Context: an optimization exercise on an open-source flow, tuned for small area, a short achievable clock period and few clock cycles per item. The choices shown serve that exercise and are no tape-out recipe.
Function was checked by simulation only, so behaviour that the tests miss may differ from the original.

Design hilo_md_unit, start of the top module:
module hilo_md_unit #(
    parameter int DATA_W    = 32,
    parameter int DIV_CNT_W = 6
) (
    input  logic              cpu_clk_50M,
    input  logic              cpu_rst_n,
    input  logic              flush_i,
    input  logic              op_valid_i,
    output logic              op_ready_o,
    input  logic [2:0]        op_i,
    input  logic              sign_i,
    input  logic [DATA_W-1:0] src_a_i,
    input  logic [DATA_W-1:0] src_b_i,
    output logic [DATA_W-1:0] hi_o,
    output logic [DATA_W-1:0] lo_o,
    output logic              done_o
);
Size: roughly 6000 cells after synthesis, roughly 230 flip-flops, about 140 I/O pins.
Settings: LEC_CHECK=0, ABC_AREA=1, CAP_MARGIN=20, CORE_MARGIN=2, CORE_UTILIZATION=40, SLEW_MARGIN=20; clock period 14.0 ns.
standard.sh (not shown) runs the stock make flow with config.mk's settings and CLKGATE_MAP_FILE= SYNTH_SCRIPT=/design/flow/synth_recipe.tcl, a recipe that flattens the netlist after the stock synthesis.
==> flow/flow/run.sh <==
#!/bin/bash
set -euo pipefail
export SETUP_SLACK_MARGIN=5
export BUFFER_PORTS_ARGS="-buffer_cell sky130_fd_sc_hd__buf_4"
bash standard.sh finish > standard.log 2>&1
Testbench counts at the start, summed over its fixed seeds: cycles 15,359, ops 12,000.
==> next run, changes <==
==> flow/flow/run.sh (replaced) <==
#!/bin/bash
set -euo pipefail
export SETUP_SLACK_MARGIN=6.5
export BUFFER_PORTS_ARGS="-buffer_cell sky130_fd_sc_hd__buf_4"
bash standard.sh finish > standard.log 2>&1
The changed run completed without violations.
First-iteration DRC count climbs by a few percent.
Critical path depth climbs by 17.
Global-route usage stays flat.
Register-to-register slack gets better by 1.3 ns.
Setup slack gets better by 1.4 ns.
Count of clock-buffer cells in the layout climbs by 1.
Non-clock buffer count climbs by 221.
Synthesized area does not change.
==> next run, changes <==
==> flow/flow/run.sh (replaced) <==
#!/bin/bash
set -euo pipefail
export SETUP_SLACK_MARGIN=6.0
export BUFFER_PORTS_ARGS="-buffer_cell sky130_fd_sc_hd__buf_4"
bash standard.sh finish > standard.log 2>&1
Via count falls by a few percent.
Wire length came out lower by a few percent.
Cell count fell slightly.
First-iteration DRC count is lower slightly.
Sequential cell count does not change.
Setup slack loses 0.35 ns.
==> next run, changes <==
==> flow/run.sh (new file) <==
#!/bin/bash
# synth_recipe.tcl (not shown) runs the flow's synth.tcl, then flattens the netlist and writes it again
# the make line also repeats each setting of config.mk as NAME=value (left out here)
make -C /OpenROAD-flow-scripts/flow DESIGN_CONFIG=/design/flow/config.mk WORK_HOME=/design/flow/orfs CLKGATE_MAP_FILE= SYNTH_SCRIPT=/design/flow/synth_recipe.tcl finish
Settings changed: SETUP_SLACK_MARGIN from default to 5.
removed: flow/flow/run.sh
removed: flow/standard.sh
Final area drops by 1.9%.
Cell count is lower by 0.70%.
Die area stays the same.
Routed wire length went up by 5.1%.
Worst setup slack degrades by 1.0 ns.
Via count is about the same.
Area after synthesis is unchanged.
Non-clock buffer count shrinks by 55.
Maximum frequency is lower by 12%.
==> next run, changes <==
==> flow/flow/run.sh (new file) <==
#!/bin/bash
set -euo pipefail
export SETUP_SLACK_MARGIN=7.0
export BUFFER_PORTS_ARGS="-buffer_cell sky130_fd_sc_hd__buf_4"
bash standard.sh finish > standard.log 2>&1
==> flow/standard.sh (new file) <==
#!/bin/bash
# synth_recipe.tcl (not shown) runs the flow's synth.tcl, then flattens the netlist and writes it again
# the make line also repeats each setting of config.mk as NAME=value (left out here)
make -C /OpenROAD-flow-scripts/flow DESIGN_CONFIG=/design/flow/config.mk WORK_HOME=/design/flow/orfs CLKGATE_MAP_FILE= SYNTH_SCRIPT=/design/flow/synth_recipe.tcl "${@:-finish}"
Settings changed: SETUP_SLACK_MARGIN 5 to default.
removed: flow/run.sh
Global-route usage is higher by 0.84 points.
Worst setup slack gains 1.5 ns.
Design area is higher by 18%.
Non-clock buffer count is higher by 338.
Sequential cell count stays the same.
Critical path depth is higher by 12.
==> next run, changes <==
==> flow/flow/run.sh (replaced) <==
#!/bin/bash
set -euo pipefail
export SETUP_SLACK_MARGIN=5.5
export BUFFER_PORTS_ARGS="-buffer_cell sky130_fd_sc_hd__buf_4"
bash standard.sh finish > standard.log 2>&1
=> Clock skew hardly moves; register-to-register slack got worse by 0.75 ns; count of clock-buffer cells in the layout increases by 8; worst setup slack got worse by 1.1 ns; design area decreases by 15%.

re-timing with driven ports:
Ports are ideal in the flow. The routed layouts listed here were re-timed in OpenROAD. Step 1 (the two cells are an assumption about what drives the block):
set clk [get_ports {cpu_clk_50M}]
set_driving_cell -lib_cell sky130_fd_sc_hd__clkbuf_16 $clk
set_driving_cell -lib_cell sky130_fd_sc_hd__buf_2 [delete_from_list [all_inputs] $clk]
Step 2 adds t to the input delays and takes it off the output delays; t is the mean of the earliest and latest rising clock arrival at the registers after step 1. Input paths then give back, and output paths get back, about the clock's delay inside the block. a / b / c = no drivers / after step 1 / after step 2; a / b = the first two.
run | shift t [ns] | setup WS [ns] | worst data-port slew with drivers (ns)
the first run | 0.704 | 5.087 / 5.135 / 4.431 | 0.12
the second run | 0.695 | 6.460 / 6.390 / 5.695 | 0.14
the third run | 0.682 | 6.107 / 6.054 / 5.371 | 0.13
the fourth run | 0.714 | 5.062 / 5.111 / 4.398 | 0.09
the fifth run | 0.683 | 6.543 / 6.511 / 5.828 | 0.10
the sixth run | 0.707 | 5.476 / 5.514 / 4.807 | 0.12
After both steps setup and hold are still met in every run listed. The setup slack of the second run, which loses most, moves by -0.070 ns with the drivers and by -0.765 ns with both steps.
